This is an optimization exercise on Yosys and OpenROAD, whose aim is small area and a short achievable clock period, not a production implementation. At most, simulation tests tie the RTL to the original design; equivalence was not proved. The RTL of run 1 was laid out without a check of its function. Power figures rest on the tool's default switching activity, not on a simulated workload.

## flow/design.v

```verilog
package sb_pkg;
    localparam int NUM_FU   = 4;
    localparam int NUM_REGS = 32;
    typedef logic [31:0]       inst_t;
    typedef logic [4:0]        reg_idx_t;    
    typedef logic [2:0]        fu_id_t;
    typedef logic [NUM_FU-1:0] fu_vec_t;     
    typedef logic [4:0]        fu_op_t;
    localparam fu_id_t FU_NONE = 3'd0;
    localparam fu_id_t FU_ALU  = 3'd1;
    localparam fu_id_t FU_MEM  = 3'd2;
    localparam fu_id_t FU_MUL  = 3'd3;
    localparam fu_id_t FU_DIV  = 3'd4;
    localparam logic [6:0] OPC_OP     = 7'b0110011;
    localparam logic [6:0] OPC_OP_IMM = 7'b0010011;
    localparam logic [6:0] OPC_LOAD   = 7'b0000011;
    localparam logic [6:0] OPC_STORE  = 7'b0100011;
    localparam logic [6:0] F7_BASE   = 7'b0000000;
    localparam logic [6:0] F7_ALT    = 7'b0100000;
    localparam logic [6:0] F7_MULDIV = 7'b0000001;
    localparam fu_op_t ALU_ADD   = 5'h00;
    localparam fu_op_t ALU_SUB   = 5'h01;
    localparam fu_op_t ALU_SLL   = 5'h02;
    localparam fu_op_t ALU_SLT   = 5'h03;
    localparam fu_op_t ALU_SLTU  = 5'h04;
    localparam fu_op_t ALU_XOR   = 5'h05;
    localparam fu_op_t ALU_SRL   = 5'h06;
    localparam fu_op_t ALU_SRA   = 5'h07;
    localparam fu_op_t ALU_OR    = 5'h08;
    localparam fu_op_t ALU_AND   = 5'h09;
    localparam fu_op_t ALU_ADDI  = 5'h10;
    localparam fu_op_t ALU_SLLI  = 5'h12;
    localparam fu_op_t ALU_SLTI  = 5'h13;
    localparam fu_op_t ALU_SLTIU = 5'h14;
    localparam fu_op_t ALU_XORI  = 5'h15;
    localparam fu_op_t ALU_SRLI  = 5'h16;
    localparam fu_op_t ALU_SRAI  = 5'h17;
    localparam fu_op_t ALU_ORI   = 5'h18;
    localparam fu_op_t ALU_ANDI  = 5'h19;
    localparam fu_op_t MEM_LB  = 5'b00000;
    localparam fu_op_t MEM_LH  = 5'b00010;
    localparam fu_op_t MEM_LW  = 5'b00100;
    localparam fu_op_t MEM_LBU = 5'b01000;
    localparam fu_op_t MEM_LHU = 5'b01010;
    localparam fu_op_t MEM_SB  = 5'b00001;
    localparam fu_op_t MEM_SH  = 5'b00011;
    localparam fu_op_t MEM_SW  = 5'b00101;
    localparam fu_op_t MUL_MUL    = 5'd0;
    localparam fu_op_t MUL_MULH   = 5'd1;
    localparam fu_op_t MUL_MULHSU = 5'd2;
    localparam fu_op_t MUL_MULHU  = 5'd3;
    localparam fu_op_t DIV_DIV  = 5'd0;
    localparam fu_op_t DIV_DIVU = 5'd1;
    localparam fu_op_t DIV_REM  = 5'd2;
    localparam fu_op_t DIV_REMU = 5'd3;
endpackage
`timescale 1ns/1ps
module sb_issue_check (
    input  sb_pkg::inst_t                         inst,
    input  sb_pkg::fu_vec_t                       busy,
    input  sb_pkg::fu_vec_t                       pend,     
    input  sb_pkg::reg_idx_t [sb_pkg::NUM_FU-1:0] dst,
    output logic                                  issue_ready
);
    logic [6:0] opc;
    logic [2:0] f3;
    logic [6:0] f7;
    logic [4:0] rd;
    logic       is_op, is_imm, is_ld, is_st;
    logic       f7_base, f7_alt, f7_md, alt_en;
    logic [3:0] sel;
    logic       has_rd;
    logic [3:0] waw_k;
    assign opc = inst[6:0];
    assign f3  = inst[14:12];
    assign f7  = inst[31:25];
    assign rd  = inst[11:7];
    assign is_op   = opc == sb_pkg::OPC_OP;
    assign is_imm  = opc == sb_pkg::OPC_OP_IMM;
    assign is_ld   = opc == sb_pkg::OPC_LOAD;
    assign is_st   = opc == sb_pkg::OPC_STORE;
    assign f7_base = f7 == sb_pkg::F7_BASE;
    assign f7_alt  = f7 == sb_pkg::F7_ALT;
    assign f7_md   = f7 == sb_pkg::F7_MULDIV;
    assign alt_en  = f7_alt & (is_op | f3 == 3'd5);
    assign sel[0] = (is_op & (f7_base | (f7_alt & (f3 == 3'd0 | f3 == 3'd5)))) |
                    (is_imm & ((f3 != 3'd1 & f3 != 3'd5) | f7_base | alt_en));
    assign sel[1] = (is_ld & f3 != 3'd3 & f3 < 3'd6) | (is_st & f3 < 3'd3);
    assign sel[2] = is_op & f7_md & ~f3[2];
    assign sel[3] = is_op & f7_md &  f3[2];
    assign has_rd = sel[0] | sel[2] | sel[3] | (sel[1] & ~is_st);
    always_comb begin
        for (int k = 0; k < 4; k++) waw_k[k] = pend[k] & dst[k] == rd;
    end
    assign issue_ready = ~(|(sel & busy)) & ~(has_rd & (rd != '0) & |waw_k);
endmodule
`timescale 1ns/1ps
module sb_top (
    input  logic             clk,
    input  logic             rst,
    input  sb_pkg::inst_t    inst,
    input  logic             inst_valid,
    input  sb_pkg::fu_vec_t  fu_done,
    output logic             issue_ready,
    output sb_pkg::fu_vec_t  fu_en,
    output sb_pkg::fu_op_t   op_ctrl,
    output sb_pkg::reg_idx_t rs1_ctrl,
    output sb_pkg::reg_idx_t rs2_ctrl,
    output sb_pkg::fu_id_t   write_sel,
    output logic             reg_write,
    output sb_pkg::reg_idx_t rd_ctrl
);
    localparam int N = sb_pkg::NUM_FU;
    logic [6:0] opc;
    logic [2:0] f3;
    logic [6:0] f7;
    logic [4:0] rd, rs1, rs2;
    logic       is_op, is_imm, is_ld, is_st;
    logic       f7_base, f7_alt, f7_md, alt_en;
    logic [3:0] alu_lo;
    logic [N-1:0] sel;
    logic       has_rd, use_rs2;
    logic       rd_nz;
    assign opc = inst[6:0];
    assign f3  = inst[14:12];
    assign f7  = inst[31:25];
    assign rd  = inst[11:7];
    assign rs1 = inst[19:15];
    assign rs2 = inst[24:20];
    assign is_op   = opc == sb_pkg::OPC_OP;
    assign is_imm  = opc == sb_pkg::OPC_OP_IMM;
    assign is_ld   = opc == sb_pkg::OPC_LOAD;
    assign is_st   = opc == sb_pkg::OPC_STORE;
    assign f7_base = f7 == sb_pkg::F7_BASE;
    assign f7_alt  = f7 == sb_pkg::F7_ALT;
    assign f7_md   = f7 == sb_pkg::F7_MULDIV;
    assign alt_en  = f7_alt & (is_op | f3 == 3'd5);
    always_comb begin
        case (f3)
            3'd0:    alu_lo = alt_en ? 4'd1 : 4'd0;
            3'd1:    alu_lo = 4'd2;
            3'd2:    alu_lo = 4'd3;
            3'd3:    alu_lo = 4'd4;
            3'd4:    alu_lo = 4'd5;
            3'd5:    alu_lo = alt_en ? 4'd7 : 4'd6;
            3'd6:    alu_lo = 4'd8;
            default: alu_lo = 4'd9;
        endcase
    end
    assign sel[0] = (is_op & (f7_base | (f7_alt & (f3 == 3'd0 | f3 == 3'd5)))) |
                    (is_imm & ((f3 != 3'd1 & f3 != 3'd5) | f7_base | alt_en));
    assign sel[1] = (is_ld & f3 != 3'd3 & f3 < 3'd6) | (is_st & f3 < 3'd3);
    assign sel[2] = is_op & f7_md & ~f3[2];
    assign sel[3] = is_op & f7_md &  f3[2];
    assign has_rd  = sel[0] | sel[2] | sel[3] | (sel[1] & ~is_st);
    assign use_rs2 = is_op | is_st;
    assign rd_nz   = rd  != '0;
    logic [N-1:0] busy, unread;
    logic [N-1:0] can_q;          
    logic [N-1:0][N-1:0] waitm;      
    logic [N-1:0][N-1:0] warm;       
    logic [4:0] op_a;             
    logic [3:0] op_m;             
    logic [1:0] op_x, op_y;       
    logic [4:0] dst_a, dst_x, dst_y;
    logic [4:0] fld_m;            
    logic [N-1:0][4:0] s1_q;
    logic [4:0] s2_a, s2_x, s2_y;
    logic [N-1:0][4:0] op_e;
    logic [N-1:0][4:0] dst_e;
    logic [N-1:0][4:0] s1_e;
    logic [N-1:0][4:0] s2_e;
    logic [N-1:0] pend;
    assign op_e[0]  = op_a;
    assign op_e[1]  = {1'b0, op_m};
    assign op_e[2]  = {3'b000, op_x};
    assign op_e[3]  = {3'b000, op_y};
    assign dst_e[0] = dst_a;
    assign dst_e[1] = op_m[0] ? 5'd0 : fld_m;
    assign dst_e[2] = dst_x;
    assign dst_e[3] = dst_y;
    assign s2_e[0]  = op_a[4] ? 5'd0 : s2_a;
    assign s2_e[1]  = op_m[0] ? fld_m : 5'd0;
    assign s2_e[2]  = s2_x;
    assign s2_e[3]  = s2_y;
    assign pend[0]  = busy[0];
    assign pend[1]  = busy[1] & ~op_m[0];
    assign pend[2]  = busy[2];
    assign pend[3]  = busy[3];
    assign s1_e = s1_q;
    logic [N-1:0] rdy, grant, can, ret;
    always_comb begin
        for (int u = 0; u < N; u++) begin
            rdy[u] = unread[u] & ~|waitm[u];
        end
    end
    assign grant = rdy & ~(rdy - 1'b1);
    assign can   = can_q;
    assign ret   = can & ~(can - 1'b1);
    logic [N-1:0] raw, war_c;
    logic [N-1:0] issue;
    always_comb begin
        for (int k = 0; k < N; k++) begin
            raw[k]   = pend[k] & (dst_e[k] != '0) &
                       ((dst_e[k] == rs1) | (use_rs2 & dst_e[k] == rs2));
            war_c[k] = unread[k] & ~grant[k] & ~ret[k] & rd_nz &
                       (s1_e[k] == rd | s2_e[k] == rd);
        end
    end
    sb_issue_check issue_check (
        .inst(inst), .busy(busy), .pend(pend), .dst(dst_e), .issue_ready(issue_ready)
    );
    assign issue       = sel & {N{inst_valid & issue_ready}};
    logic [N-1:0] war_left;
    always_comb begin
        for (int u = 0; u < N; u++) war_left[u] = |(warm[u] & ~grant & ~ret);
    end
    always_ff @(posedge clk or posedge rst) begin
        if (rst) begin
            busy   <= '0;
            unread <= '0;
            can_q  <= '0;
        end else begin
            busy   <= issue | (busy & ~ret);
            unread <= issue | (unread & ~grant & ~ret);
            can_q  <= fu_done & busy & ~ret & ~war_left;
        end
    end
    for (genvar u = 0; u < N; u++) begin : g_unit
        for (genvar k = 0; k < N; k++) begin : g_pair
            if (k == u) begin : g_self
                assign waitm[u][k] = 1'b0;
                assign warm[u][k]  = 1'b0;
            end else begin : g_other
                logic wait_q, war_q;
                always_ff @(posedge clk) begin
                    if (busy[u]) begin
                        wait_q <= wait_q & ~ret[k];
                        war_q  <= war_q & ~grant[k] & ~ret[k];
                    end else begin
                        wait_q <= raw[k] & ~ret[k];
                        war_q  <= war_c[k] & ((u != 1) | ~is_st);
                    end
                end
                assign waitm[u][k] = wait_q;
                assign warm[u][k]  = war_q;
            end
        end
    end
    always_ff @(posedge clk) begin
        for (int u = 0; u < N; u++) begin
            if (!busy[u]) s1_q[u] <= rs1;
        end
    end
    always_ff @(posedge clk) begin
        if (!busy[0]) begin
            op_a  <= {is_imm, alu_lo};
            dst_a <= rd;
            s2_a  <= rs2;
        end
        if (!busy[1]) begin
            op_m  <= {f3, is_st};
            fld_m <= is_st ? rs2 : rd;
        end
        if (!busy[2]) begin
            op_x  <= f3[1:0];
            dst_x <= rd;
            s2_x  <= rs2;
        end
        if (!busy[3]) begin
            op_y  <= f3[1:0];
            dst_y <= rd;
            s2_y  <= rs2;
        end
    end
    always_comb begin
        op_ctrl  = '0;
        rs1_ctrl = '0;
        rs2_ctrl = '0;
        rd_ctrl  = '0;
        for (int u = 0; u < N; u++) begin
            op_ctrl  = op_ctrl  | (op_e[u] & {5{grant[u]}});
            rs1_ctrl = rs1_ctrl | (s1_e[u] & {5{grant[u]}});
            rs2_ctrl = rs2_ctrl | (s2_e[u] & {5{grant[u]}});
            rd_ctrl  = rd_ctrl  | (dst_e[u] & {5{ret[u]}});
        end
    end
    assign fu_en     = grant;
    assign write_sel = {ret[3], ret[1] | ret[2], ret[0] | ret[2]};
    logic [N-1:0] dst_nz;
    always_comb begin
        for (int u = 0; u < N; u++) dst_nz[u] = dst_e[u] != '0;
    end
    assign reg_write = |(ret & dst_nz);
endmodule
```

## flow/flow/run.sh

```bash
#!/bin/bash
# Own flow: the standard layout with three changes.
#  1. Ports get plain buf_2 buffers (not the delay cells buffer_ports picks).
#  2. Slow many-input cells are added to the platform's don't-use list.
#  3. Synthesis maps the top module with a area-oriented ABC script, amap (its paths
#     have slack to spare) and every other module, which holds the paths to the
#     outputs, with ORFS's speed script. Registers are untouched: dfflibmap runs
#     before ABC, so names and cell types are those of the standard synthesis.
set -euo pipefail
here=$(pwd)
rm -rf "$here/scripts"
cp -r "$FLOW_HOME/scripts" "$here/scripts"
cp "$here/flow/abc_relax.script" "$here/scripts/abc_relax.script"
python3 - "$here/scripts/synth.tcl" <<'PY'
import sys
p = sys.argv[1]
s = open(p).read()
old = "  log_cmd abc {*}$abc_args\n"
new = """  set relax_args [lreplace $abc_args 1 1 $::env(SCRIPTS_DIR)/abc_relax.script]
  foreach m [split [string trim [tee -q -s result.string select -list-mod *]] "\\n"] {
    if { $m eq $::env(DESIGN_NAME) } {
      log_cmd abc {*}$relax_args $m
    } else {
      log_cmd abc {*}$abc_args $m
    }
  }
"""
assert s.count(old) == 1
open(p, "w").write(s.replace(old, new))
PY
DU="sky130_fd_sc_hd__lpflow_bleeder_1 sky130_fd_sc_hd__lpflow_clkbufkapwr_1 sky130_fd_sc_hd__lpflow_clkbufkapwr_16 sky130_fd_sc_hd__lpflow_clkbufkapwr_2 sky130_fd_sc_hd__lpflow_clkbufkapwr_4 sky130_fd_sc_hd__lpflow_clkbufkapwr_8 sky130_fd_sc_hd__lpflow_clkinvkapwr_1 sky130_fd_sc_hd__lpflow_clkinvkapwr_16 sky130_fd_sc_hd__lpflow_clkinvkapwr_2 sky130_fd_sc_hd__lpflow_clkinvkapwr_4 sky130_fd_sc_hd__lpflow_clkinvkapwr_8 sky130_fd_sc_hd__lpflow_decapkapwr_12 sky130_fd_sc_hd__lpflow_decapkapwr_3 sky130_fd_sc_hd__lpflow_decapkapwr_4 sky130_fd_sc_hd__lpflow_decapkapwr_6 sky130_fd_sc_hd__lpflow_decapkapwr_8 sky130_fd_sc_hd__lpflow_inputiso0n_1 sky130_fd_sc_hd__lpflow_inputiso0p_1 sky130_fd_sc_hd__lpflow_inputiso1n_1 sky130_fd_sc_hd__lpflow_inputiso1p_1 sky130_fd_sc_hd__lpflow_inputisolatch_1 sky130_fd_sc_hd__lpflow_isobufsrc_1 sky130_fd_sc_hd__lpflow_isobufsrc_16 sky130_fd_sc_hd__lpflow_isobufsrc_2 sky130_fd_sc_hd__lpflow_isobufsrc_4 sky130_fd_sc_hd__lpflow_isobufsrc_8 sky130_fd_sc_hd__lpflow_isobufsrckapwr_16 sky130_fd_sc_hd__lpflow_lsbuf_lh_hl_isowell_tap_1 sky130_fd_sc_hd__lpflow_lsbuf_lh_hl_isowell_tap_2 sky130_fd_sc_hd__lpflow_lsbuf_lh_hl_isowell_tap_4 sky130_fd_sc_hd__lpflow_lsbuf_lh_isowell_4 sky130_fd_sc_hd__lpflow_lsbuf_lh_isowell_tap_1 sky130_fd_sc_hd__lpflow_lsbuf_lh_isowell_tap_2 sky130_fd_sc_hd__lpflow_lsbuf_lh_isowell_tap_4 sky130_fd_sc_hd__probe_p_8 sky130_fd_sc_hd__probec_p_8  sky130_fd_sc_hd__a2111o_1 sky130_fd_sc_hd__a2111o_2 sky130_fd_sc_hd__a2111o_4 sky130_fd_sc_hd__a2111oi_0 sky130_fd_sc_hd__a2111oi_1 sky130_fd_sc_hd__a2111oi_2 sky130_fd_sc_hd__a2111oi_4 sky130_fd_sc_hd__a221o_1 sky130_fd_sc_hd__a221o_2 sky130_fd_sc_hd__a221o_4 sky130_fd_sc_hd__a2bb2o_1 sky130_fd_sc_hd__a2bb2o_2 sky130_fd_sc_hd__a2bb2o_4 sky130_fd_sc_hd__a311o_1 sky130_fd_sc_hd__a311o_2 sky130_fd_sc_hd__a311o_4 sky130_fd_sc_hd__a311oi_1 sky130_fd_sc_hd__a311oi_2 sky130_fd_sc_hd__a311oi_4 sky130_fd_sc_hd__a32o_1 sky130_fd_sc_hd__a32o_2 sky130_fd_sc_hd__a32o_4 sky130_fd_sc_hd__a32oi_1 sky130_fd_sc_hd__a32oi_2 sky130_fd_sc_hd__a32oi_4 sky130_fd_sc_hd__a41o_1 sky130_fd_sc_hd__a41o_2 sky130_fd_sc_hd__a41o_4 sky130_fd_sc_hd__a41oi_1 sky130_fd_sc_hd__a41oi_2 sky130_fd_sc_hd__a41oi_4 sky130_fd_sc_hd__and4_1 sky130_fd_sc_hd__and4_2 sky130_fd_sc_hd__and4_4 sky130_fd_sc_hd__and4b_1 sky130_fd_sc_hd__and4b_2 sky130_fd_sc_hd__and4b_4 sky130_fd_sc_hd__and4bb_1 sky130_fd_sc_hd__and4bb_2 sky130_fd_sc_hd__and4bb_4 sky130_fd_sc_hd__nor4_1 sky130_fd_sc_hd__nor4_2 sky130_fd_sc_hd__nor4_4 sky130_fd_sc_hd__nor4b_1 sky130_fd_sc_hd__nor4b_2 sky130_fd_sc_hd__nor4b_4 sky130_fd_sc_hd__nor4bb_1 sky130_fd_sc_hd__nor4bb_2 sky130_fd_sc_hd__nor4bb_4 sky130_fd_sc_hd__o2111a_1 sky130_fd_sc_hd__o2111a_2 sky130_fd_sc_hd__o2111a_4 sky130_fd_sc_hd__o2111ai_1 sky130_fd_sc_hd__o2111ai_2 sky130_fd_sc_hd__o2111ai_4 sky130_fd_sc_hd__o221a_1 sky130_fd_sc_hd__o221a_2 sky130_fd_sc_hd__o221a_4 sky130_fd_sc_hd__o2bb2a_1 sky130_fd_sc_hd__o2bb2a_2 sky130_fd_sc_hd__o2bb2a_4 sky130_fd_sc_hd__o311a_1 sky130_fd_sc_hd__o311a_2 sky130_fd_sc_hd__o311a_4 sky130_fd_sc_hd__o311ai_0 sky130_fd_sc_hd__o311ai_1 sky130_fd_sc_hd__o311ai_2 sky130_fd_sc_hd__o311ai_4 sky130_fd_sc_hd__o32a_1 sky130_fd_sc_hd__o32a_2 sky130_fd_sc_hd__o32a_4 sky130_fd_sc_hd__o32ai_1 sky130_fd_sc_hd__o32ai_2 sky130_fd_sc_hd__o32ai_4 sky130_fd_sc_hd__o41a_1 sky130_fd_sc_hd__o41a_2 sky130_fd_sc_hd__o41a_4 sky130_fd_sc_hd__o41ai_1 sky130_fd_sc_hd__o41ai_2 sky130_fd_sc_hd__o41ai_4 sky130_fd_sc_hd__or3_1 sky130_fd_sc_hd__or3_2 sky130_fd_sc_hd__or3_4 sky130_fd_sc_hd__or3b_1 sky130_fd_sc_hd__or3b_2 sky130_fd_sc_hd__or3b_4 sky130_fd_sc_hd__or4_1 sky130_fd_sc_hd__or4_2 sky130_fd_sc_hd__or4_4 sky130_fd_sc_hd__or4b_1 sky130_fd_sc_hd__or4b_2 sky130_fd_sc_hd__or4b_4 sky130_fd_sc_hd__or4bb_1 sky130_fd_sc_hd__or4bb_2 sky130_fd_sc_hd__or4bb_4 "
bash standard.sh SCRIPTS_DIR="$here/scripts" BUFFER_PORTS_ARGS="-buffer_cell sky130_fd_sc_hd__buf_2" DONT_USE_CELLS="$DU" > standard.log 2>&1
```

## flow/flow/abc_relax.script

```
strash
dch
amap
topo
stime -c
buffer -c
dnsize -c
```

## flow/standard.sh

```bash
#!/bin/bash
# synth_recipe.tcl (not shown) runs the flow's synth.tcl, then flattens the netlist and writes it again
# the make line also repeats each setting of config.mk as NAME=value (left out here)
make -C /OpenROAD-flow-scripts/flow DESIGN_CONFIG=/design/flow/config.mk WORK_HOME=/design/flow/orfs CLKGATE_MAP_FILE= SYNTH_SCRIPT=/design/flow/synth_recipe.tcl "${@:-finish}"
```

## flow/config.mk

```make
export PLATFORM = sky130hd
export DESIGN_NAME = sb_top
export DESIGN_NICKNAME = sb_top
export VERILOG_FILES = /design/flow/design.v
export SDC_FILE = /design/flow/constraint.sdc
export NUM_CORES = 4
export LEC_CHECK = 0
export CAP_MARGIN = 20
export CORE_MARGIN = 2
export CORE_UTILIZATION = 60
export CTS_BUF_LIST = sky130_fd_sc_hd__clkbuf_8
export CTS_CLUSTER_SIZE = 30
export SETUP_SLACK_MARGIN = 2.5
export SLEW_MARGIN = 20
export SYNTH_HIERARCHICAL = 1
export SYNTH_MINIMUM_KEEP_SIZE = 0
```

## flow/constraint.sdc

```tcl
create_clock -name core_clock -period 6.0 [get_ports {clk}]
set_input_delay 1.2000 -clock core_clock [delete_from_list [all_inputs] [get_ports {clk}]]
set_output_delay 1.2000 -clock core_clock [all_outputs]
set_load 0.01 [all_outputs]
```

==> impl_metrics.env, run 1 <==
export IMPL_critPathKind="in2out"
export IMPL_port_buffers=67
export IMPL_wl_per_cell_um=21.4
export IMPL_drc=0
export IMPL_ys_warn_count=8
export IMPL_ir_drop_mv=0.109
export IMPL_ant_nets=0
export IMPL_pwr_share_seq_pct=58.8
export IMPL_synth_seq_cells=104
export IMPL_first_pass_iters=8
export IMPL_syn_inst=625
export IMPL_slew_headroom_pct=31.6
export IMPL_ys_flop_type="edfxtp_1"
export IMPL_clock_sinks=104
export IMPL_intPower_mw=0.963
export IMPL_cts_hold_repair_buffers=0
export IMPL_p_leak_nw=2.65
export IMPL_status="complete, no violations"
export IMPL_first_iter_violations=696
export IMPL_grt_overflow_total=0
export IMPL_slew_violations=0
export IMPL_antenna_found_initial=0
export IMPL_critical_path_slowest_cell="o31ai_1"
export IMPL_syn_nets=664
export IMPL_fin_skew_ns=0.0174
export IMPL_worstPathMaxFanout=2
export IMPL_layout_common_cells="edfxtp_1 (68), nand2_1 (66), nor2_1 (64), inv_1 (62), buf_2 (59)"
export IMPL_fp_row_count=35
export IMPL_cp_data_arrival_time_ns=2.34
export IMPL_powerDensity_nw_per_um2=200
export IMPL_final_common_cell="edfxtp_1"
export IMPL_worstPathRequired_ns=4.80
export IMPL_finalSetupViolations=0
export IMPL_viasPerCell=6.73
export IMPL_grt_max_degree=26
export IMPL_setup_tns_ns=0
export IMPL_syn_area_um2=5610
export IMPL_antenna_cells=0
export IMPL_clockBufferDepth=2
export IMPL_largest_reg_flops=20
export IMPL_cts_root_buf="clkbuf_8"
export IMPL_finalHoldViolations=0
export IMPL_clk_pin_slew_ns=0.10
export IMPL_tightest_slew_ns=1.02
export IMPL_die_x_um=101
export IMPL_synth_cell_types=39
export IMPL_dieArea_um2=10100
export IMPL_fmax_mhz=283
export IMPL_place_area_um2=5970
export IMPL_grt_pass1_vias=4962
export IMPL_hp_class="reg2reg"
export IMPL_synth_async_reset_ratio_pct=11.5
export IMPL_critical_path_top_delay_family="compound AO/OA/AOI/OAI gates"
export IMPL_synth_seq_area_share_pct=50.3
export IMPL_place_gp_congestion=1.05
export IMPL_core_area_um2=9150
export IMPL_worst_slack_ns=2.46
export IMPL_rsz0062_at_grt="true"
export IMPL_die_h_um=101
export IMPL_syn_area_per_cell_um2=8.97
export IMPL_cts_made_buffers=9
export IMPL_detailed_place_hpwl_mm=12.4
export IMPL_cp_num_buf_inv=2
export IMPL_switchingPower_mw=0.333
export IMPL_critPathMaxStageDelay_ns=0.23
export IMPL_dp_slack_ns=2.18
export IMPL_regMostFlops="s1_q"
export IMPL_drive_gt1_share_pct=18.9
export IMPL_nFillCells=762
export IMPL_path_cells="buf_2, nor3_2, nand2_1, nor3_2, a21oi_1, o31ai_1, a21oi_1, buf_2"
export IMPL_tritoncts="built"
export IMPL_clockPowerShare_pct=32.9
export IMPL_start_util_pct=61.3
export IMPL_insertion_delay_ns=0.38
export IMPL_grtUsageTotal_pct=34.6
export IMPL_maxCapViolations=0
export IMPL_worst_setup_path_end_kind="output pin"
export IMPL_grt_first_pass_wirelength_mm=26.3
export IMPL_top_regs="s1_q: 20 flops, g_unit.g_pair.g_other.wait_q: 12 flops, g_unit.g_pair.g_other.war_q: 12 flops"
export IMPL_cp_start_kind="input pin"
export IMPL_combPwrFrac_pct=8.3
export IMPL_fin_crit_ns=3.54
export IMPL_swShare_pct=25.7
export IMPL_fin_crit_sh_pct=58.9
export IMPL_vias=5462
export IMPL_synth_edf_count=68
export IMPL_fin_nets=734
export IMPL_routed_wl_mm=17.3
export IMPL_htree_levels=3
export IMPL_pin_count=68
export IMPL_postLayoutCellArea_um2=6470
export IMPL_syn_to_final_growth_pct=15.3
worst paths after layout:
| kind | startpoint | to | slack [ns] | depth (start not counted) |
|---|---|---|---|---|
| setup / recovery | inst[28] | issue_ready | 2.46 | 8 |
| hold / removal | g_unit[1].g_pair[3].g_other.wait_q | g_unit[1].g_pair[3].g_other.wait_q | 0.49 | 2 |
| setup reg to reg | op_m[0] | unread[2] | 3.42 | 10 |
| hold reg to reg | g_unit[1].g_pair[3].g_other.wait_q | g_unit[1].g_pair[3].g_other.wait_q | 0.49 | 2 |
| max in group asynchronous | rst | can_q[0] | 4.76 | 2 |
| min in group asynchronous | rst | unread[1] | 0.84 | 2 |
metrics by stage:
| step | hold slack, ns | util, % | instances | total power, mW |
|---|---|---|---|---|
| final | 0.488 | 70.7 | 811 | 1.30 |
| after global routing | 0.512 | 70.7 | 811 | 1.33 |
| after CTS | 0.482 | 69.8 | 807 | 1.29 |
| after detailed placement | 0.463 | 65.2 | 785 | 0.872 |
| after global placement | 0.456 | 65.2 | 785 | 0.868 |
| after floorplan | 0.444 | - | 625 | 0.832 |
modules after synthesis (local to each module, per instance):
module	times used	cells
sb_top	1	558
sb_issue_check	1	67
repair_timing:
action | CTS | global route
gates cloned | 1 | 0
setup buffers | 5 | 4
pin swaps | 16 | 5
endpoints found under the hold margin | 0 | 0
setup endpoints to repair | 20 | 7
gates resized for setup | 44 | 10
Yosys cell counts, drive strengths merged, types with 3 or more instances:
library cell	n	area share [%]
a211oi	5	0.67
a21oi	20	1.8
a221oi	17	2.7
a222oi	7	1.2
a22oi	12	1.6
buf	8	1.4
clkbuf	14	1.1
clkinv	4	0.27
dfrtp	12	5.4
dfxtp	24	8.6
edfxtp	68	36
inv	65	4.3
nand2	67	4.5
nand3	38	3.4
nand4	25	2.8
nand4b	3	0.47
nor2	71	4.8
nor3	22	2.0
nor3b	3	0.40
o21a	5	0.67
o21ai	47	4.2
o221ai	8	1.2
o22ai	42	4.7
xnor2	20	3.1
logic make-up (layout without fill, tap and decap cells):
kind of cell,after synthesis,after routing,share of synthesized area (%)
AO/OA/AOI/OAI,173,173,20.1
XOR/XNOR,20,20,3.12
buffers and inverters,91,166,7.16
flip-flops,104,104,50.3
multiplexers,1,1,0.178
AND/OR/NAND/NOR,236,236,19.1
routing by layer:
layer / up-vias / part of all wire [%] / track usage, %
li1: 2451 / - / -
met1: 2552 / 39 / 47.3
met2: 391 / 46 / 54.2
met3: 68 / 11 / 7.42
met4: 0 / 3.9 / 13.3
met5: - / 0 / 0
power groups by stage:
stage | Combinational [mW] | Sequential, mW | Clock (mW)
2_1_floorplan | 0.0543 | 0.778 | 0
3_3_place_gp | 0.0900 | 0.778 | 0
6_report | 0.107 | 0.762 | 0.427
4_1_cts | 0.103 | 0.761 | 0.428
3_5_place_dp | 0.0939 | 0.778 | 0
5_1_grt | 0.115 | 0.762 | 0.457
area by class of cell:
type	count	area [um2]	share of cell area, %
multi-input cells	430	2530	39.1
clock buffers	9	124	1.92
repair inverters	1	5.00	0.0774
repair buffers	80	510	7.89
well taps	111	139	2.15
flip-flops and latches	104	2820	43.7
inverters	69	272	4.20
clock inverters	7	63.8	0.987
worst reg2reg max path, stage by stage (launching register included):
cell,delay [ns]
edfxtp_1,0.56
nor2_1,0.39
xnor2_1,0.13
nand2_1,0.12
o22ai_2,0.07
nor2_1,0.16
o31ai_1,0.09
a21oi_1,0.20
nand2_1,0.17
nand4b_1,0.38
o21ai_0,0.24
==> run 2: changes to the inputs <==
--- a/flow/design.v
+++ b/flow/design.v
@@ -121,5 +121,5 @@
     logic [N-1:0] sel;
     logic       has_rd, use_rs2;
-    logic       rd_nz;
+    logic       rd_nz, rs1_nz, rs2_nz;
     assign opc = inst[6:0];
     assign f3  = inst[14:12];
@@ -156,4 +156,6 @@
     assign use_rs2 = is_op | is_st;
     assign rd_nz   = rd  != '0;
+    assign rs1_nz  = rs1 != '0;
+    assign rs2_nz  = rs2 != '0;
     logic [N-1:0] busy, unread;
     logic [N-1:0] can_q;          
@@ -202,6 +204,6 @@
     always_comb begin
         for (int k = 0; k < N; k++) begin
-            raw[k]   = pend[k] & (dst_e[k] != '0) &
-                       ((dst_e[k] == rs1) | (use_rs2 & dst_e[k] == rs2));
+            raw[k]   = pend[k] & ((rs1_nz & dst_e[k] == rs1) |
+                                  (use_rs2 & rs2_nz & dst_e[k] == rs2));
             war_c[k] = unread[k] & ~grant[k] & ~ret[k] & rd_nz &
                        (s1_e[k] == rd | s2_e[k] == rd);
==> flow/flow/run.sh (replaced) <==
#!/bin/bash
# Own flow: the standard layout with these changes.
#  1. Ports get plain buf_2 buffers (not the delay cells buffer_ports picks).
#  2. Synthesis maps the top module with an area-oriented ABC script (its
#     paths have slack to spare), and every other module, which holds the
#     paths from the inputs or to the outputs, with ORFS's speed script and
#     without slow many-input cells. Registers are untouched: dfflibmap runs
#     before ABC, so their names and cell types are the standard synthesis's.
set -euo pipefail
here=$(pwd)
rm -rf "$here/scripts"
cp -r "$FLOW_HOME/scripts" "$here/scripts"
cp "$here/flow/abc_top.script" "$here/scripts/abc_top.script"
export ABC_FAST_DONT_USE=" sky130_fd_sc_hd__a2111o_1 sky130_fd_sc_hd__a2111o_2 sky130_fd_sc_hd__a2111o_4 sky130_fd_sc_hd__a2111oi_0 sky130_fd_sc_hd__a2111oi_1 sky130_fd_sc_hd__a2111oi_2 sky130_fd_sc_hd__a2111oi_4 sky130_fd_sc_hd__a221o_1 sky130_fd_sc_hd__a221o_2 sky130_fd_sc_hd__a221o_4 sky130_fd_sc_hd__a2bb2o_1 sky130_fd_sc_hd__a2bb2o_2 sky130_fd_sc_hd__a2bb2o_4 sky130_fd_sc_hd__a311o_1 sky130_fd_sc_hd__a311o_2 sky130_fd_sc_hd__a311o_4 sky130_fd_sc_hd__a311oi_1 sky130_fd_sc_hd__a311oi_2 sky130_fd_sc_hd__a311oi_4 sky130_fd_sc_hd__a32o_1 sky130_fd_sc_hd__a32o_2 sky130_fd_sc_hd__a32o_4 sky130_fd_sc_hd__a32oi_1 sky130_fd_sc_hd__a32oi_2 sky130_fd_sc_hd__a32oi_4 sky130_fd_sc_hd__a41o_1 sky130_fd_sc_hd__a41o_2 sky130_fd_sc_hd__a41o_4 sky130_fd_sc_hd__a41oi_1 sky130_fd_sc_hd__a41oi_2 sky130_fd_sc_hd__a41oi_4 sky130_fd_sc_hd__and4_1 sky130_fd_sc_hd__and4_2 sky130_fd_sc_hd__and4_4 sky130_fd_sc_hd__and4b_1 sky130_fd_sc_hd__and4b_2 sky130_fd_sc_hd__and4b_4 sky130_fd_sc_hd__and4bb_1 sky130_fd_sc_hd__and4bb_2 sky130_fd_sc_hd__and4bb_4 sky130_fd_sc_hd__nor4_1 sky130_fd_sc_hd__nor4_2 sky130_fd_sc_hd__nor4_4 sky130_fd_sc_hd__nor4b_1 sky130_fd_sc_hd__nor4b_2 sky130_fd_sc_hd__nor4b_4 sky130_fd_sc_hd__nor4bb_1 sky130_fd_sc_hd__nor4bb_2 sky130_fd_sc_hd__nor4bb_4 sky130_fd_sc_hd__o2111a_1 sky130_fd_sc_hd__o2111a_2 sky130_fd_sc_hd__o2111a_4 sky130_fd_sc_hd__o2111ai_1 sky130_fd_sc_hd__o2111ai_2 sky130_fd_sc_hd__o2111ai_4 sky130_fd_sc_hd__o221a_1 sky130_fd_sc_hd__o221a_2 sky130_fd_sc_hd__o221a_4 sky130_fd_sc_hd__o2bb2a_1 sky130_fd_sc_hd__o2bb2a_2 sky130_fd_sc_hd__o2bb2a_4 sky130_fd_sc_hd__o311a_1 sky130_fd_sc_hd__o311a_2 sky130_fd_sc_hd__o311a_4 sky130_fd_sc_hd__o311ai_0 sky130_fd_sc_hd__o311ai_1 sky130_fd_sc_hd__o311ai_2 sky130_fd_sc_hd__o311ai_4 sky130_fd_sc_hd__o32a_1 sky130_fd_sc_hd__o32a_2 sky130_fd_sc_hd__o32a_4 sky130_fd_sc_hd__o32ai_1 sky130_fd_sc_hd__o32ai_2 sky130_fd_sc_hd__o32ai_4 sky130_fd_sc_hd__o41a_1 sky130_fd_sc_hd__o41a_2 sky130_fd_sc_hd__o41a_4 sky130_fd_sc_hd__o41ai_1 sky130_fd_sc_hd__o41ai_2 sky130_fd_sc_hd__o41ai_4 sky130_fd_sc_hd__or3_1 sky130_fd_sc_hd__or3_2 sky130_fd_sc_hd__or3_4 sky130_fd_sc_hd__or3b_1 sky130_fd_sc_hd__or3b_2 sky130_fd_sc_hd__or3b_4 sky130_fd_sc_hd__or4_1 sky130_fd_sc_hd__or4_2 sky130_fd_sc_hd__or4_4 sky130_fd_sc_hd__or4b_1 sky130_fd_sc_hd__or4b_2 sky130_fd_sc_hd__or4b_4 sky130_fd_sc_hd__or4bb_1 sky130_fd_sc_hd__or4bb_2 sky130_fd_sc_hd__or4bb_4  sky130_fd_sc_hd__a211o_1 sky130_fd_sc_hd__a211o_2 sky130_fd_sc_hd__a211o_4 sky130_fd_sc_hd__a211oi_1 sky130_fd_sc_hd__a211oi_2 sky130_fd_sc_hd__a211oi_4 sky130_fd_sc_hd__a21o_1 sky130_fd_sc_hd__a21o_2 sky130_fd_sc_hd__a21o_4 sky130_fd_sc_hd__a22o_1 sky130_fd_sc_hd__a22o_2 sky130_fd_sc_hd__a22o_4 sky130_fd_sc_hd__a31o_1 sky130_fd_sc_hd__a31o_2 sky130_fd_sc_hd__a31o_4 sky130_fd_sc_hd__a31oi_1 sky130_fd_sc_hd__a31oi_2 sky130_fd_sc_hd__a31oi_4 sky130_fd_sc_hd__and3_1 sky130_fd_sc_hd__and3_2 sky130_fd_sc_hd__and3_4 sky130_fd_sc_hd__and3b_1 sky130_fd_sc_hd__and3b_2 sky130_fd_sc_hd__and3b_4 sky130_fd_sc_hd__mux2_1 sky130_fd_sc_hd__mux2_2 sky130_fd_sc_hd__mux2_4 sky130_fd_sc_hd__mux2_8 sky130_fd_sc_hd__mux2i_1 sky130_fd_sc_hd__mux2i_2 sky130_fd_sc_hd__mux2i_4 sky130_fd_sc_hd__mux4_1 sky130_fd_sc_hd__mux4_2 sky130_fd_sc_hd__mux4_4 sky130_fd_sc_hd__nand4_1 sky130_fd_sc_hd__nand4_2 sky130_fd_sc_hd__nand4_4 sky130_fd_sc_hd__nand4b_1 sky130_fd_sc_hd__nand4b_2 sky130_fd_sc_hd__nand4b_4 sky130_fd_sc_hd__nand4bb_1 sky130_fd_sc_hd__nand4bb_2 sky130_fd_sc_hd__nand4bb_4 sky130_fd_sc_hd__nor3_1 sky130_fd_sc_hd__nor3_2 sky130_fd_sc_hd__nor3_4 sky130_fd_sc_hd__nor3b_1 sky130_fd_sc_hd__nor3b_2 sky130_fd_sc_hd__nor3b_4 sky130_fd_sc_hd__o211a_1 sky130_fd_sc_hd__o211a_2 sky130_fd_sc_hd__o211a_4 sky130_fd_sc_hd__o211ai_1 sky130_fd_sc_hd__o211ai_2 sky130_fd_sc_hd__o211ai_4 sky130_fd_sc_hd__o21a_1 sky130_fd_sc_hd__o21a_2 sky130_fd_sc_hd__o21a_4 sky130_fd_sc_hd__o22a_1 sky130_fd_sc_hd__o22a_2 sky130_fd_sc_hd__o22a_4 sky130_fd_sc_hd__o31a_1 sky130_fd_sc_hd__o31a_2 sky130_fd_sc_hd__o31a_4 sky130_fd_sc_hd__o31ai_1 sky130_fd_sc_hd__o31ai_2 sky130_fd_sc_hd__o31ai_4  "
python3 - "$here/scripts/synth.tcl" <<'PY'
import sys
p = sys.argv[1]
s = open(p).read()
old = "  log_cmd abc {*}$abc_args\n"
new = """  set top_args [lreplace $abc_args 1 1 $::env(SCRIPTS_DIR)/abc_top.script]
  set fast_args $abc_args
  foreach cell $::env(ABC_FAST_DONT_USE) {
    lappend fast_args -dont_use $cell
  }
  foreach m [split [string trim [tee -q -s result.string select -list-mod *]] "\\n"] {
    if { $m eq $::env(DESIGN_NAME) } {
      log_cmd abc {*}$top_args $m
    } else {
      log_cmd abc {*}$fast_args $m
    }
  }
"""
assert s.count(old) == 1
open(p, "w").write(s.replace(old, new))
PY
bash standard.sh SCRIPTS_DIR="$here/scripts" BUFFER_PORTS_ARGS="-buffer_cell sky130_fd_sc_hd__buf_2" > standard.log 2>&1
==> flow/flow/abc_top.script (new file) <==
strash
dch
amap
topo
stime -c
buffer -c
dnsize -c
removed: flow/flow/abc_relax.script
==> run 2 against run 1 <==
Worst hold slack better by 0.011 ns. First-iteration DRC count is 9.1% lower. Largest cell class unchanged. Clock power fell by 2%. Combinational power is 13% higher. Register-to-register slack hardly changed. Synthesized cell count shrank 4.0%. Via count is 0.57% lower. Critical path depth stayed put. Maximum frequency down 0.98%. Die area hardly changed. Still clean. Sequential share of layout area is 1.1 points lower.
==> impl_metrics.env, run 2 <==
export IMPL_die_x_um=101
export IMPL_r2r_slack_ns=3.42
export IMPL_grt_pass1_vias=5226
export IMPL_viasPerCell=6.87
export IMPL_worstPathRequired_ns=4.80
export IMPL_die_h_um=101
export IMPL_clk_pin_slew_ns=0.11
export IMPL_clockBufferDepth=2
export IMPL_fin_crit_sh_pct=59.5
export IMPL_total_power_mw=1.30
export IMPL_postLayoutCellArea_um2=6640
export IMPL_grt_first_pass_wirelength_mm=27.7
export IMPL_syn_inst=600
export IMPL_largest_reg_flops=20
export IMPL_drive_gt1_share_pct=21.0
export IMPL_r2r_worst_path_cells=9
export IMPL_vias=5431
export IMPL_start_util_pct=61.3
export IMPL_yosys_area_top_type="edfxtp_1"
export IMPL_first_iter_violations=633
export IMPL_routed_wl_mm=18.5
export IMPL_grt_overflow_total=0
export IMPL_regMostFlops="s1_q"
export IMPL_synth_cell_types=54
export IMPL_finalHoldViolations=0
export IMPL_ys_warn_count=8
export IMPL_hp_class="reg2reg"
export IMPL_nFillCells=681
export IMPL_fmax_mhz=280
export IMPL_maxCapViolations=0
export IMPL_wl_per_cell_um=23.4
export IMPL_slew_violations=0
export IMPL_synth_seq_cells=104
export IMPL_ant_nets=0
export IMPL_core_area_um2=9150
export IMPL_reg2reg_from="op_m[0]"
export IMPL_port_buffers=67
export IMPL_detailed_place_hpwl_mm=12.4
export IMPL_cts_hold_repair_buffers=0
export IMPL_yosys_area_top_type_share_pct=36.4
export IMPL_holdPathEnd="g_unit[3].g_pair[1].g_other.wait_q"
export IMPL_p_leak_nw=2.74
export IMPL_ff_latch_area_um2=2830
export IMPL_antenna_cells=0
export IMPL_dieArea_um2=10100
export IMPL_hp_start="g_unit[3].g_pair[1].g_other.wait_q"
export IMPL_antenna_found_initial=0
export IMPL_fin_nets=714
export IMPL_insertion_delay_ns=0.39
export IMPL_grtUsageTotal_pct=36.4
export IMPL_cp_data_arrival_time_ns=2.37
export IMPL_tightest_slew_ns=1.04
export IMPL_place_gp_congestion=1.00
export IMPL_final_core_util_pct=72.6
export IMPL_drc=0
export IMPL_place_area_um2=6010
export IMPL_regToRegEndpoint="g_unit[0].g_pair[1].g_other.wait_q"
export IMPL_setup_tns_ns=0
export IMPL_syn_to_final_growth_pct=18.4
export IMPL_top_regs="s1_q: 20 flops, g_unit.g_pair.g_other.wait_q: 12 flops, g_unit.g_pair.g_other.war_q: 12 flops"
export IMPL_first_pass_iters=5
export IMPL_yosys_top_cells_count="inv_1 (81), o22ai_1 (74), edfxtp_1 (68)"
export IMPL_cts_root_buf="clkbuf_8"
export IMPL_synth_area_leaders="edfxtp_1 (36%), dfxtp_1 (8.6%), o22ai_1 (8.2%)"
export IMPL_multi_input_comb_area_um2=2550
export IMPL_synth_edf_count=68
export IMPL_fp_row_count=35
export IMPL_status="complete, no violations"
export IMPL_fin_skew_ns=0.0239
export IMPL_syn_nets=639
export IMPL_ir_drop_mv=0.152
export IMPL_worst_setup_path_end_kind="output pin"
export IMPL_final_common_cell="inv_1"
export IMPL_hold_depth=2
export IMPL_cts_made_buffers=9
export IMPL_fin_crit_ns=3.57
export IMPL_rsz0062_at_grt="true"
export IMPL_finalSetupViolations=0
export IMPL_tritoncts="built"
export IMPL_worst_hold_slack_ns=0.498
export IMPL_ys_flop_type="edfxtp_1"
export IMPL_syn_area_um2=5610
export IMPL_powerDensity_nw_per_um2=196
export IMPL_critPathLaunch="inst[31]"
export IMPL_cp_start_kind="input pin"
export IMPL_pin_count=68
export IMPL_critPathKind="in2out"
export IMPL_htree_levels=3
export IMPL_worstPathMaxFanout=2
export IMPL_synth_seq_area_share_pct=50.3
export IMPL_slew_headroom_pct=30.3
export IMPL_clock_sinks=104
export IMPL_synth_most_common_cell="inv_1"
export IMPL_grt_max_degree=27
export IMPL_synth_async_reset_ratio_pct=11.5
export IMPL_layout_common_cells="inv_1 (79), o22ai_1 (72), edfxtp_1 (68), nor2_1 (51), buf_2 (48)"
export IMPL_syn_area_per_cell_um2=9.35
-- run 2: report_power, final --
group          internal [mW]  switching, mW  total [mW]
Combinational         0.0468         0.0740       0.121
Sequential             0.761              0       0.761
Clock                  0.169          0.251       0.420
-- run 2: stage by stage --
| step | setup slack [ns] | instances |
|---|---|---|
| 2_1_floorplan | 2.74 | 600 |
| 3_3_place_gp | 2.22 | 759 |
| 3_5_place_dp | 2.03 | 759 |
| 4_1_cts | 2.51 | 783 |
| 5_1_grt | 2.37 | 791 |
| 6_report | 2.43 | 791 |
-- run 2: cell families after synthesis --
logic type / Yosys count / synth area share [%]
AOI/OAI and AO/OA: 185 / 22.8
buffers and inverters: 108 / 7.65
DFF: 104 / 50.3
and+or+nand+nor: 183 / 16.1
xor gates and xnor gates: 20 / 3.12
-- run 2: per-module statistics from Yosys (local to each module, per instance) --
module          area [um2]  flops+latches  times used  cells inside
sb_issue_check         509              0           1            78
sb_top                5100            104           1           522
-- run 2: per-layer routing --
metal / global-route usage, % / share of wire [%] / up-vias
met3: 8.11 / 10 / 86
met4: 20.0 / 5.2 / 0
met1: 48.1 / 39 / 2557
met2: 55.9 / 46 / 369
met5: 0 / 0 / -
li1: - / - / 2419
-- run 2: worst max path at each step --
stage	end	slack [ns]	cells after the start
4_1_cts	issue_ready	2.51	7
6_report	issue_ready	2.43	8
3_3_place_gp	rs2_ctrl[3]	2.22	8
5_1_grt	issue_ready	2.37	8
3_5_place_dp	rs2_ctrl[4]	2.03	8
2_1_floorplan	issue_ready	2.74	7
-- run 2: worst max-delay path: stages --
cell and delay [ns]:
buf_6 0.10, nor2_4 0.12, nand3b_1 0.10, o22ai_1 0.17
nand3b_1 0.18, o2bb2ai_4 0.18, o21ba_4 0.20, buf_6 0.11
-- run 2: repair_timing --
action,4_1_cts,5_1_grt
endpoints found under the hold margin,0,0
resized for setup,47,39
pin swaps,17,18
buffers inserted,8,8
endpoints found under the setup margin,24,21
-- run 2: layout make-up --
type                            count  share of cell area (%)
Sequential cell                   104                    42.6
Multi-Input combinational cell    388                    38.4
Timing Repair Buffer               85                    9.06
Inverter                           87                    5.07
Tap cell                          111                    2.09
Clock buffer                       10                    2.07
Clock inverter                      6                   0.753
==> run 3: changes to the inputs <==
==> flow/flow/run.sh (replaced) <==
#!/bin/bash
# Standard layout, with plain buffers (not delay cells) on the ports, and slow
# many-input cells added to the platform's don't-use list.
set -euo pipefail
DU="sky130_fd_sc_hd__lpflow_bleeder_1 sky130_fd_sc_hd__lpflow_clkbufkapwr_1 sky130_fd_sc_hd__lpflow_clkbufkapwr_16 sky130_fd_sc_hd__lpflow_clkbufkapwr_2 sky130_fd_sc_hd__lpflow_clkbufkapwr_4 sky130_fd_sc_hd__lpflow_clkbufkapwr_8 sky130_fd_sc_hd__lpflow_clkinvkapwr_1 sky130_fd_sc_hd__lpflow_clkinvkapwr_16 sky130_fd_sc_hd__lpflow_clkinvkapwr_2 sky130_fd_sc_hd__lpflow_clkinvkapwr_4 sky130_fd_sc_hd__lpflow_clkinvkapwr_8 sky130_fd_sc_hd__lpflow_decapkapwr_12 sky130_fd_sc_hd__lpflow_decapkapwr_3 sky130_fd_sc_hd__lpflow_decapkapwr_4 sky130_fd_sc_hd__lpflow_decapkapwr_6 sky130_fd_sc_hd__lpflow_decapkapwr_8 sky130_fd_sc_hd__lpflow_inputiso0n_1 sky130_fd_sc_hd__lpflow_inputiso0p_1 sky130_fd_sc_hd__lpflow_inputiso1n_1 sky130_fd_sc_hd__lpflow_inputiso1p_1 sky130_fd_sc_hd__lpflow_inputisolatch_1 sky130_fd_sc_hd__lpflow_isobufsrc_1 sky130_fd_sc_hd__lpflow_isobufsrc_16 sky130_fd_sc_hd__lpflow_isobufsrc_2 sky130_fd_sc_hd__lpflow_isobufsrc_4 sky130_fd_sc_hd__lpflow_isobufsrc_8 sky130_fd_sc_hd__lpflow_isobufsrckapwr_16 sky130_fd_sc_hd__lpflow_lsbuf_lh_hl_isowell_tap_1 sky130_fd_sc_hd__lpflow_lsbuf_lh_hl_isowell_tap_2 sky130_fd_sc_hd__lpflow_lsbuf_lh_hl_isowell_tap_4 sky130_fd_sc_hd__lpflow_lsbuf_lh_isowell_4 sky130_fd_sc_hd__lpflow_lsbuf_lh_isowell_tap_1 sky130_fd_sc_hd__lpflow_lsbuf_lh_isowell_tap_2 sky130_fd_sc_hd__lpflow_lsbuf_lh_isowell_tap_4 sky130_fd_sc_hd__probe_p_8 sky130_fd_sc_hd__probec_p_8  sky130_fd_sc_hd__a2111o_1 sky130_fd_sc_hd__a2111o_2 sky130_fd_sc_hd__a2111o_4 sky130_fd_sc_hd__a2111oi_0 sky130_fd_sc_hd__a2111oi_1 sky130_fd_sc_hd__a2111oi_2 sky130_fd_sc_hd__a2111oi_4 sky130_fd_sc_hd__a221o_1 sky130_fd_sc_hd__a221o_2 sky130_fd_sc_hd__a221o_4 sky130_fd_sc_hd__a2bb2o_1 sky130_fd_sc_hd__a2bb2o_2 sky130_fd_sc_hd__a2bb2o_4 sky130_fd_sc_hd__a311o_1 sky130_fd_sc_hd__a311o_2 sky130_fd_sc_hd__a311o_4 sky130_fd_sc_hd__a311oi_1 sky130_fd_sc_hd__a311oi_2 sky130_fd_sc_hd__a311oi_4 sky130_fd_sc_hd__a32o_1 sky130_fd_sc_hd__a32o_2 sky130_fd_sc_hd__a32o_4 sky130_fd_sc_hd__a32oi_1 sky130_fd_sc_hd__a32oi_2 sky130_fd_sc_hd__a32oi_4 sky130_fd_sc_hd__a41o_1 sky130_fd_sc_hd__a41o_2 sky130_fd_sc_hd__a41o_4 sky130_fd_sc_hd__a41oi_1 sky130_fd_sc_hd__a41oi_2 sky130_fd_sc_hd__a41oi_4 sky130_fd_sc_hd__and4_1 sky130_fd_sc_hd__and4_2 sky130_fd_sc_hd__and4_4 sky130_fd_sc_hd__and4b_1 sky130_fd_sc_hd__and4b_2 sky130_fd_sc_hd__and4b_4 sky130_fd_sc_hd__and4bb_1 sky130_fd_sc_hd__and4bb_2 sky130_fd_sc_hd__and4bb_4 sky130_fd_sc_hd__nor4_1 sky130_fd_sc_hd__nor4_2 sky130_fd_sc_hd__nor4_4 sky130_fd_sc_hd__nor4b_1 sky130_fd_sc_hd__nor4b_2 sky130_fd_sc_hd__nor4b_4 sky130_fd_sc_hd__nor4bb_1 sky130_fd_sc_hd__nor4bb_2 sky130_fd_sc_hd__nor4bb_4 sky130_fd_sc_hd__o2111a_1 sky130_fd_sc_hd__o2111a_2 sky130_fd_sc_hd__o2111a_4 sky130_fd_sc_hd__o2111ai_1 sky130_fd_sc_hd__o2111ai_2 sky130_fd_sc_hd__o2111ai_4 sky130_fd_sc_hd__o221a_1 sky130_fd_sc_hd__o221a_2 sky130_fd_sc_hd__o221a_4 sky130_fd_sc_hd__o2bb2a_1 sky130_fd_sc_hd__o2bb2a_2 sky130_fd_sc_hd__o2bb2a_4 sky130_fd_sc_hd__o311a_1 sky130_fd_sc_hd__o311a_2 sky130_fd_sc_hd__o311a_4 sky130_fd_sc_hd__o311ai_0 sky130_fd_sc_hd__o311ai_1 sky130_fd_sc_hd__o311ai_2 sky130_fd_sc_hd__o311ai_4 sky130_fd_sc_hd__o32a_1 sky130_fd_sc_hd__o32a_2 sky130_fd_sc_hd__o32a_4 sky130_fd_sc_hd__o32ai_1 sky130_fd_sc_hd__o32ai_2 sky130_fd_sc_hd__o32ai_4 sky130_fd_sc_hd__o41a_1 sky130_fd_sc_hd__o41a_2 sky130_fd_sc_hd__o41a_4 sky130_fd_sc_hd__o41ai_1 sky130_fd_sc_hd__o41ai_2 sky130_fd_sc_hd__o41ai_4 sky130_fd_sc_hd__or3_1 sky130_fd_sc_hd__or3_2 sky130_fd_sc_hd__or3_4 sky130_fd_sc_hd__or3b_1 sky130_fd_sc_hd__or3b_2 sky130_fd_sc_hd__or3b_4 sky130_fd_sc_hd__or4_1 sky130_fd_sc_hd__or4_2 sky130_fd_sc_hd__or4_4 sky130_fd_sc_hd__or4b_1 sky130_fd_sc_hd__or4b_2 sky130_fd_sc_hd__or4b_4 sky130_fd_sc_hd__or4bb_1 sky130_fd_sc_hd__or4bb_2 sky130_fd_sc_hd__or4bb_4  sky130_fd_sc_hd__a211o_1 sky130_fd_sc_hd__a211o_2 sky130_fd_sc_hd__a211o_4 sky130_fd_sc_hd__a211oi_1 sky130_fd_sc_hd__a211oi_2 sky130_fd_sc_hd__a211oi_4 sky130_fd_sc_hd__a21o_1 sky130_fd_sc_hd__a21o_2 sky130_fd_sc_hd__a21o_4 sky130_fd_sc_hd__a22o_1 sky130_fd_sc_hd__a22o_2 sky130_fd_sc_hd__a22o_4 sky130_fd_sc_hd__a31o_1 sky130_fd_sc_hd__a31o_2 sky130_fd_sc_hd__a31o_4 sky130_fd_sc_hd__a31oi_1 sky130_fd_sc_hd__a31oi_2 sky130_fd_sc_hd__a31oi_4 sky130_fd_sc_hd__and3_1 sky130_fd_sc_hd__and3_2 sky130_fd_sc_hd__and3_4 sky130_fd_sc_hd__and3b_1 sky130_fd_sc_hd__and3b_2 sky130_fd_sc_hd__and3b_4 sky130_fd_sc_hd__mux2_1 sky130_fd_sc_hd__mux2_2 sky130_fd_sc_hd__mux2_4 sky130_fd_sc_hd__mux2_8 sky130_fd_sc_hd__mux2i_1 sky130_fd_sc_hd__mux2i_2 sky130_fd_sc_hd__mux2i_4 sky130_fd_sc_hd__mux4_1 sky130_fd_sc_hd__mux4_2 sky130_fd_sc_hd__mux4_4 sky130_fd_sc_hd__nand4_1 sky130_fd_sc_hd__nand4_2 sky130_fd_sc_hd__nand4_4 sky130_fd_sc_hd__nand4b_1 sky130_fd_sc_hd__nand4b_2 sky130_fd_sc_hd__nand4b_4 sky130_fd_sc_hd__nand4bb_1 sky130_fd_sc_hd__nand4bb_2 sky130_fd_sc_hd__nand4bb_4 sky130_fd_sc_hd__nor3_1 sky130_fd_sc_hd__nor3_2 sky130_fd_sc_hd__nor3_4 sky130_fd_sc_hd__nor3b_1 sky130_fd_sc_hd__nor3b_2 sky130_fd_sc_hd__nor3b_4 sky130_fd_sc_hd__o211a_1 sky130_fd_sc_hd__o211a_2 sky130_fd_sc_hd__o211a_4 sky130_fd_sc_hd__o211ai_1 sky130_fd_sc_hd__o211ai_2 sky130_fd_sc_hd__o211ai_4 sky130_fd_sc_hd__o21a_1 sky130_fd_sc_hd__o21a_2 sky130_fd_sc_hd__o21a_4 sky130_fd_sc_hd__o22a_1 sky130_fd_sc_hd__o22a_2 sky130_fd_sc_hd__o22a_4 sky130_fd_sc_hd__o31a_1 sky130_fd_sc_hd__o31a_2 sky130_fd_sc_hd__o31a_4 sky130_fd_sc_hd__o31ai_1 sky130_fd_sc_hd__o31ai_2 sky130_fd_sc_hd__o31ai_4 "
bash standard.sh BUFFER_PORTS_ARGS="-buffer_cell sky130_fd_sc_hd__buf_2" DONT_USE_CELLS="$DU" > standard.log 2>&1
removed: flow/flow/abc_top.script
==> run 3 against run 2 <==
Still clean. Routed wire length decreased by 3.0%. Count of clock-buffer cells in the layout decreased by 1. Via count decreased by 0.66%. Sequential cell count unchanged. Clock skew decreased by 0.012 ns. Register-to-register slack got worse by 0.10 ns. Non-clock buffer count decreased by 6. Largest cell class is now multi-input gates.
==> impl_metrics.env, run 3 <==
export IMPL_detailed_place_hpwl_mm=12.4
export IMPL_core_area_um2=10200
export IMPL_routed_wl_mm=18.0
export IMPL_syn_inst=689
export IMPL_finalSetupViolations=0
export IMPL_viasPerCell=6.14
export IMPL_grt_first_pass_wirelength_mm=28.0
export IMPL_tritoncts="built"
export IMPL_synth_most_common_cell="nand2_1"
export IMPL_cts_root_buf="clkbuf_8"
export IMPL_synth_cell_types=47
export IMPL_rsz0062_at_grt="true"
export IMPL_clockBufferDepth=2
export IMPL_syn_area_per_cell_um2=9.11
export IMPL_grt_pass1_vias=5195
export IMPL_setup_tns_ns=0
export IMPL_largest_reg_flops=20
export IMPL_pin_count=68
export IMPL_insertion_delay_ns=0.40
export IMPL_port_buffers=67
export IMPL_slew_violations=0
export IMPL_finalHoldViolations=0
export IMPL_yosys_area_share_simple_pct=23.6
export IMPL_yosys_area_top_type_share_pct=32.5
export IMPL_die_h_um=106
export IMPL_final_common_cell="nand2_1"
export IMPL_top_regs="s1_q: 20 flops, g_unit.g_pair.g_other.wait_q: 12 flops, g_unit.g_pair.g_other.war_q: 12 flops"
export IMPL_synth_fa_ha_area_share_pct=0
export IMPL_fmax_mhz=284
export IMPL_cts_hold_repair_buffers=0
export IMPL_hp_class="reg2reg"
export IMPL_synth_seq_cells=104
export IMPL_worstPathRequired_ns=4.80
export IMPL_maxCapViolations=0
export IMPL_ys_flop_type="edfxtp_1"
export IMPL_status="complete, no violations"
export IMPL_fin_crit_ns=3.52
export IMPL_layout_common_cells="nand2_1 (89), nor2_1 (77), edfxtp_1 (68), xnor2_1 (62), nand3_1 (57)"
export IMPL_cts_made_buffers=9
export IMPL_syn_to_final_growth_pct=12.6
export IMPL_start_util_pct=61.3
export IMPL_fin_crit_sh_pct=58.7
export IMPL_synth_xor_xnor_area_share_pct=13.3
export IMPL_cp_start_kind="input pin"
export IMPL_wl_met3_mm=1.53
export IMPL_drive_gt1_share_pct=16.7
export IMPL_clock_sinks=104
export IMPL_synth_area_leaders="edfxtp_1 (33%), xnor2_1 (8.8%), dfxtp_1 (7.7%)"
export IMPL_slew_headroom_pct=23.0
export IMPL_grt_max_degree=25
export IMPL_ir_drop_mv=0.193
export IMPL_drc=0
export IMPL_fin_nets=777
export IMPL_yosys_area_top_type="edfxtp_1"
export IMPL_powerDensity_nw_per_um2=314
export IMPL_synth_mux_area_share_pct=0
export IMPL_dieArea_um2=11300
export IMPL_tightest_slew_ns=1.15
export IMPL_htree_levels=3
export IMPL_dr_wl_met2_mm=8.52
export IMPL_grtUsageTotal_pct=33.1
export IMPL_clk_pin_slew_ns=0.10
export IMPL_p_leak_nw=2.75
export IMPL_place_gp_congestion=0.925
export IMPL_highest_layer="met4"
export IMPL_synth_compound_area_share_pct=13.4
export IMPL_die_x_um=106
export IMPL_wl_per_cell_um=20.5
export IMPL_syn_area_um2=6280
export IMPL_regMostFlops="s1_q"
export IMPL_antenna_cells=0
export IMPL_first_iter_violations=471
export IMPL_fp_row_count=37
export IMPL_first_pass_iters=6
export IMPL_syn_nets=728
export IMPL_synth_seq_area_share_pct=45.0
export IMPL_yosys_top_cells_count="nand2_1 (89), nor2_1 (81), edfxtp_1 (68)"
export IMPL_ant_nets=0
export IMPL_worst_setup_path_end_kind="output pin"
export IMPL_worst_hold_slack_ns=0.444
export IMPL_vias=5395
export IMPL_antenna_found_initial=0
export IMPL_synth_async_reset_ratio_pct=11.5
export IMPL_synth_top_family_by_area="simple AND/OR/NAND/NOR gates"
export IMPL_grt_overflow_total=0
export IMPL_fin_skew_ns=0.0120
export IMPL_wl_met1_mm=7.37
export IMPL_critPathKind="in2out"
export IMPL_cp_data_arrival_time_ns=2.32
export IMPL_synth_edf_count=68
export IMPL_ys_warn_count=8
export IMPL_worstPathMaxFanout=2
## run 3: cell types whose count changed after synthesis, sizes merged, moves of 17 or more
cell,before,now
buf,7,33
o22ai,74,13
nor2,57,82
nand2,30,91
xor2,8,32
nor2b,5,23
xnor2,12,63
nor3,17,0
nand3b,5,26
o21ai,25,43
inv,83,10
nand3,29,58
## run 3: per-stage QoR
stage / std cells / setup slack [ns] / util (%) / power, mW / cell area [um2]
2_1_floorplan: 689 / 2.74 / - / 1.53 / 6280
3_3_place_gp: 851 / 2.27 / 64.0 / 1.74 / 6540
3_5_place_dp: 852 / 2.22 / 64.2 / 1.76 / 6570
4_1_cts: 875 / 2.50 / 68.3 / 2.19 / 6990
5_1_grt: 879 / 2.41 / 69.1 / 2.33 / 7070
6_report: 879 / 2.48 / 69.1 / 2.22 / 7070
## run 3: kinds of logic (layout without fill, tap and decap cells)
family,count (synthesis),after routing
XOR/XNOR,95,95
AO/OA/AOI/OAI,127,127
buffers and inverters,56,110
flip-flops,104,104
AND/OR/NAND/NOR,307,307
## run 3: worst paths after layout
kind,from,to,slack [ns],depth (start not counted)
hold reg to reg,g_unit[2].g_pair[3].g_other.war_q,can_q[2],0.44,1
min in group asynchronous,rst,can_q[1],0.87,2
setup reg to reg,busy[3],can_q[3],3.32,4
hold / removal,g_unit[2].g_pair[3].g_other.war_q,can_q[2],0.44,1
max in group asynchronous,rst,busy[2],4.71,2
setup / recovery,inst[3],issue_ready,2.48,8
## run 3: power by group
group          total (mW)  leakage [nW]  switching, mW  internal, mW
combinational       0.660          1.60          0.381         0.280
sequential           1.14          1.08          0.193         0.945
clock               0.418        0.0814          0.263         0.154
total                2.22          2.75          0.837          1.38
## run 3: modules after synthesis (local to each module, per instance)
| module | copies in the design | area, um2 |
|---|---|---|
| sb_issue_check | 1 | 509 |
| sb_top | 1 | 5770 |
## run 3: final cells by class
class,instances,area [um2]
multi-input cells,529,3210
repair inverters,1,5.00
repair buffers,79,621
well taps,136,170
clock buffers,9,124
inverters,14,57.6
fillers,835,3160
clock inverters,7,55.1
flip-flops and latches,104,2820
## run 3: critical path, cell delays in order
cell,delay (ns)
buf_2,0.12
nor2_4,0.12
nand3_2,0.08
nand3b_1,0.18
and2_1,0.17
o2bb2ai_1,0.11
o21ba_2,0.22
buf_6,0.12
## run 3: layer usage
metal,up-vias,global-route usage (%)
met5,-,0
met4,0,15.7
met3,44,6.19
met2,270,52.7
met1,2610,43.9
li1,2471,-
## run 3: what timing repair did
action / CTS / global route
resized for setup: 36 / 11
pin swaps: 8 / 5
setup endpoints to repair: 13 / 13
cloned: 2 / 1
buffers inserted: 5 / 3

[static timing again, ports no longer ideal]
How much do the figures lean on ideal ports? The routed layouts below were timed once more, with nothing changed but the port constraints. Step 1: set_driving_cell puts a clkbuf_16 on clk and a buf_2 on each other input, an assumption about the parent block. Step 2 also shifts input and output timing later by t, the mid clock arrival at the registers, as if the neighbouring blocks saw the same clock. a / b / c = no drivers / after step 1 / after step 2; a / b = the first two.
run	shift t [ns]	setup WS [ns]	hold slack, ns	slew at the worst register clock pin (ns)	pins driven straight from the clock port
run 1	0.399	2.465 / 2.404 / 2.386	0.488 / 0.488 / 0.488	0.11 / 0.11	1
run 2	0.413	2.430 / 2.399 / 2.399	0.498 / 0.498 / 0.498	0.12 / 0.12	1
run 3	0.429	2.478 / 2.404 / 2.404	0.444 / 0.444 / 0.444	0.11 / 0.11	1
After both steps setup and hold are still met in every run listed. The setup slack of run 1, which loses most, moves by -0.061 ns with the drivers and by -0.079 ns with both steps.
